What follows belongs to an exercise in optimizing a design on an open flow for small area, a short achievable clock period and few clock cycles per item; a production flow would make more cautious choices.
Where RTL was checked, it was by simulation tests only, not by an equivalence proof against the original.

== JK ==
==> flow/design.v <==
`timescale 1ns/1ps
`default_nettype none
module clyde_ctrl (
    input  logic       clk,
    input  logic       arst_n,
    input  logic       start,
    output logic       busy,
    output logic       idle,
    output logic       done,
    output logic       cmd_load,
    output logic [3:0] w_even,
    output logic [3:0] w_odd
);
    localparam logic [3:0] W_INIT = 4'b0001;
    localparam logic [3:0] W_LAST = 4'b1100;
    logic [3:0] w_q;
    logic       last_step;
    logic [3:0] w_after;
    assign w_even    = w_q;
    assign w_odd     = {w_q[2:0], w_q[3] ^ w_q[0]};
    assign w_after   = {w_odd[2:0], w_odd[3] ^ w_odd[0]};
    assign idle      = ~busy;
    assign cmd_load  = start & idle;
    assign last_step = (w_q == W_LAST);
    always_ff @(posedge clk) begin
        w_q <= busy ? w_after : W_INIT;
    end
    always_ff @(posedge clk or negedge arst_n) begin
        if (!arst_n) begin
            busy <= 1'b0;
            done <= 1'b0;
        end else begin
            done <= busy & last_step;
            busy <= cmd_load | (busy & ~last_step);
        end
    end
endmodule
`default_nettype wire
`timescale 1ns/1ps
`default_nettype none
module clyde_andxor (
    input  logic a,
    input  logic b,
    input  logic c,
    output logic y
);
    assign y = (a & b) ^ c;
endmodule
module clyde_sbox_col (
    input  logic [3:0] x,
    output logic [3:0] y
);
    clyde_andxor u_y1 (.a(x[0]), .b(x[1]), .c(x[2]), .y(y[1]));
    clyde_andxor u_y0 (.a(x[3]), .b(x[0]), .c(x[1]), .y(y[0]));
    clyde_andxor u_y3 (.a(y[1]), .b(x[3]), .c(x[0]), .y(y[3]));
    clyde_andxor u_y2 (.a(y[0]), .b(y[1]), .c(x[3]), .y(y[2]));
endmodule
module clyde_sbox_layer (
    input  logic [127:0] state_in,
    output logic [127:0] state_out
);
    for (genvar c = 0; c < 32; c++) begin : g_col
        clyde_sbox_col u_col (
            .x ({state_in[96+c], state_in[64+c], state_in[32+c], state_in[c]}),
            .y ({state_out[96+c], state_out[64+c], state_out[32+c], state_out[c]})
        );
    end
endmodule
`default_nettype wire
`timescale 1ns/1ps
`default_nettype none
module clyde_lbox_layer (
    input  logic [127:0] state_in,
    input  logic [3:0]   w_value,
    output logic [127:0] state_out
);
    localparam int LB_ROT_A = 12;
    localparam int LB_ROT_B = 3;
    logic [31:0] r0, r1, r2, r3;
    logic [31:0] x_new0, y_new0, x_new1, y_new1;
    assign r0 = state_in[31:0];
    assign r1 = state_in[63:32];
    assign r2 = state_in[95:64];
    assign r3 = state_in[127:96];
    assign x_new0 = r0 ^ {r1[LB_ROT_A-1:0], r1[31:LB_ROT_A]};
    assign x_new1 = r2 ^ {r3[LB_ROT_A-1:0], r3[31:LB_ROT_A]};
    assign y_new0 = r1 ^ {x_new0[LB_ROT_B-1:0], x_new0[31:LB_ROT_B]};
    assign y_new1 = r3 ^ {x_new1[LB_ROT_B-1:0], x_new1[31:LB_ROT_B]};
    assign state_out = {y_new1[31:1], y_new1[0] ^ w_value[3],
                        x_new1[31:1], x_new1[0] ^ w_value[2],
                        y_new0[31:1], y_new0[0] ^ w_value[1],
                        x_new0[31:1], x_new0[0] ^ w_value[0]};
endmodule
`default_nettype wire
`timescale 1ns/1ps
`default_nettype none
module clyde_tweakey (
    input  logic         clk,
    input  logic         busy,
    input  logic         idle,
    input  logic [127:0] tweak,
    input  logic [127:0] key,
    output logic [127:0] tk_value
);
    logic [127:0] tweak_q;
    logic [127:0] tweak_d;
    assign tweak_d = ({128{busy}} & {tweak_q[63:0], tweak_q[63:0] ^ tweak_q[127:64]})
                   | ({128{idle}} & tweak);
    always_ff @(posedge clk) begin
        tweak_q <= tweak_d;
    end
    assign tk_value = key ^ tweak_d;
endmodule
`default_nettype wire
`timescale 1ns/1ps
`default_nettype none
module clyde_datapath (
    input  logic         clk,
    input  logic [127:0] data_in,
    input  logic [127:0] key,
    input  logic [127:0] tweak,
    input  logic         busy,
    input  logic         idle,
    input  logic         cmd_load,
    input  logic [3:0]   w_even,
    input  logic [3:0]   w_odd,
    output logic [127:0] data_out
);
    logic [127:0] state_q;
    logic [127:0] state_d;
    logic [127:0] sbox_a, lbox_a, sbox_b, lbox_b;
    logic [127:0] tk_value;
    clyde_sbox_layer u_sbox_a (.state_in(state_q), .state_out(sbox_a));
    clyde_lbox_layer u_lbox_a (.state_in(sbox_a), .w_value(w_even), .state_out(lbox_a));
    clyde_sbox_layer u_sbox_b (.state_in(lbox_a), .state_out(sbox_b));
    clyde_lbox_layer u_lbox_b (.state_in(sbox_b), .w_value(w_odd), .state_out(lbox_b));
    clyde_tweakey u_tweakey (
        .clk      (clk),
        .busy     (busy),
        .idle     (idle),
        .tweak    (tweak),
        .key      (key),
        .tk_value (tk_value)
    );
    assign state_d = (({128{busy}} & lbox_b) | ({128{idle}} & data_in)) ^ tk_value;
    always_ff @(posedge clk) begin
        if (busy | cmd_load) begin
            state_q <= state_d;
        end
    end
    assign data_out = state_q;
endmodule
`default_nettype wire
`timescale 1ns/1ps
`default_nettype none
module clyde_top (
    input  logic         clk,
    input  logic         arst_n,
    input  logic         start,
    input  logic [127:0] data_in,
    input  logic [127:0] key,
    input  logic [127:0] tweak,
    output logic [127:0] data_out,
    output logic         busy,
    output logic         done
);
    logic       cmd_load;
    logic       idle;
    logic [3:0] w_even;
    logic [3:0] w_odd;
    clyde_ctrl u_ctrl (
        .clk      (clk),
        .arst_n   (arst_n),
        .start    (start),
        .busy     (busy),
        .idle     (idle),
        .done     (done),
        .cmd_load (cmd_load),
        .w_even   (w_even),
        .w_odd    (w_odd)
    );
    clyde_datapath u_datapath (
        .clk      (clk),
        .data_in  (data_in),
        .key      (key),
        .tweak    (tweak),
        .busy     (busy),
        .idle     (idle),
        .cmd_load (cmd_load),
        .w_even   (w_even),
        .w_odd    (w_odd),
        .data_out (data_out)
    );
endmodule
`default_nettype wire
Settings: LEC_CHECK=0, CAP_MARGIN=20, CORE_MARGIN=2, CORE_UTILIZATION=50, SETUP_SLACK_MARGIN=2.0, SLEW_MARGIN=20, SYNTH_HIERARCHICAL=1; clock period 6.0 ns.
standard.sh (not shown) runs the stock make flow with config.mk's settings and CLKGATE_MAP_FILE= SYNTH_SCRIPT=/design/flow/synth_recipe.tcl, a recipe that flattens the netlist after the stock synthesis.
==> flow/flow/run.sh <==
#!/bin/bash
# Standard layout, with plain buf_1 cells as the port buffers in place of the
# delay buffers buffer_ports picks by default (every port still gets a
# buffer), and a clock tree built from mid-size clock buffers without
# dummy loads.
set -euo pipefail
export BUFFER_PORTS_ARGS="-buffer_cell sky130_fd_sc_hd__buf_1"
export CTS_ARGS="-sink_clustering_enable -repair_clock_nets -dont_use_dummy_load -buf_list {sky130_fd_sc_hd__clkbuf_4 sky130_fd_sc_hd__clkbuf_8}"
bash standard.sh > standard_flow.log 2>&1
Input changes introduced in TR (baseline for comparison: JK):
--- a/flow/design.v
+++ b/flow/design.v
@@ -5,7 +5,6 @@
     input  logic       arst_n,
     input  logic       start,
     output logic       busy,
-    output logic       idle,
     output logic       done,
     output logic       cmd_load,
     output logic [3:0] w_even,
@@ -19,8 +18,7 @@
     assign w_even    = w_q;
     assign w_odd     = {w_q[2:0], w_q[3] ^ w_q[0]};
     assign w_after   = {w_odd[2:0], w_odd[3] ^ w_odd[0]};
-    assign idle      = ~busy;
-    assign cmd_load  = start & idle;
+    assign cmd_load  = start & ~busy;
     assign last_step = (w_q == W_LAST);
     always_ff @(posedge clk) begin
         w_q <= busy ? w_after : W_INIT;
@@ -97,15 +95,13 @@
 module clyde_tweakey (
     input  logic         clk,
     input  logic         busy,
-    input  logic         idle,
     input  logic [127:0] tweak,
     input  logic [127:0] key,
     output logic [127:0] tk_value
 );
     logic [127:0] tweak_q;
     logic [127:0] tweak_d;
-    assign tweak_d = ({128{busy}} & {tweak_q[63:0], tweak_q[63:0] ^ tweak_q[127:64]})
-                   | ({128{idle}} & tweak);
+    assign tweak_d = busy ? {tweak_q[63:0], tweak_q[63:0] ^ tweak_q[127:64]} : tweak;
     always_ff @(posedge clk) begin
         tweak_q <= tweak_d;
     end
@@ -120,7 +116,6 @@
     input  logic [127:0] key,
     input  logic [127:0] tweak,
     input  logic         busy,
-    input  logic         idle,
     input  logic         cmd_load,
     input  logic [3:0]   w_even,
     input  logic [3:0]   w_odd,
@@ -137,16 +132,17 @@
     clyde_tweakey u_tweakey (
         .clk      (clk),
         .busy     (busy),
-        .idle     (idle),
         .tweak    (tweak),
         .key      (key),
         .tk_value (tk_value)
     );
-    assign state_d = (({128{busy}} & lbox_b) | ({128{idle}} & data_in)) ^ tk_value;
+    always_comb begin
+        if (busy)          state_d = lbox_b ^ tk_value;
+        else if (cmd_load) state_d = data_in ^ tk_value;
+        else               state_d = state_q;
+    end
     always_ff @(posedge clk) begin
-        if (busy | cmd_load) begin
-            state_q <= state_d;
-        end
+        state_q <= state_d;
     end
     assign data_out = state_q;
 endmodule
@@ -165,7 +161,6 @@
     output logic         done
 );
     logic       cmd_load;
-    logic       idle;
     logic [3:0] w_even;
     logic [3:0] w_odd;
     clyde_ctrl u_ctrl (
@@ -173,7 +168,6 @@
         .arst_n   (arst_n),
         .start    (start),
         .busy     (busy),
-        .idle     (idle),
         .done     (done),
         .cmd_load (cmd_load),
         .w_even   (w_even),
@@ -185,7 +179,6 @@
         .key      (key),
         .tweak    (tweak),
         .busy     (busy),
-        .idle     (idle),
         .cmd_load (cmd_load),
         .w_even   (w_even),
         .w_odd    (w_odd),
## What came out
Sequential share of layout area on TR is down relative to JK.
TR against JK: pin count of the biggest net entering global routing decreased 63%; endpoint required time on the critical path increased 0.05 ns.
TR: no failed stages, no open violations at the end
Summary of TR over JK: number of hold buffers added after cts barely changed; filler-free cell count of the finished design climbed 66; netlist area before placement climbed 2.8%.
Between JK and TR, net count after synthesis is higher for TR, JK comes in under that.
TR reports its highest routing layer actually used as met4 while JK reports met5.
Run comparison: JK worst-path cell with the longest stage delay sky130_fd_sc_hd__xnor2_1; TR worst-path cell with the longest stage delay sky130_fd_sc_hd__edfxtp_1
Testbench counts of TR, summed over its fixed seeds: cycles 1,800, blocks 256.
Function not checked in JK: the RTL went through the layout flow alone.

-- afterwards: timing with drivers on the ports --
The results above use ideal ports. As a check the final layouts listed here were re-extracted and re-timed, cells and wires unchanged.
Step 1 sets driving cells, clkbuf_16 on the clock port and buf_2 on the other inputs (assumed; they add their load-dependent delay and slew).
Step 2 adds t to the input delays and takes it off the output delays; t is the mean of the earliest and latest rising clock arrival at the registers after step 1. Input paths then give back, and output paths get back, about the clock's delay inside the block.
Slacks: no drivers / after step 1 / after step 2; pairs: no drivers / after step 1.
run	shift t [ns]	setup slack, ns	worst register clock-pin slew, ns	pins driven straight from the clock port
JK	0.657	1.853 / 1.853 / 1.853	0.07 / 0.07	1
TR	0.663	2.166 / 2.166 / 2.166	0.06 / 0.06	1
After both steps every run listed still meets setup and hold.
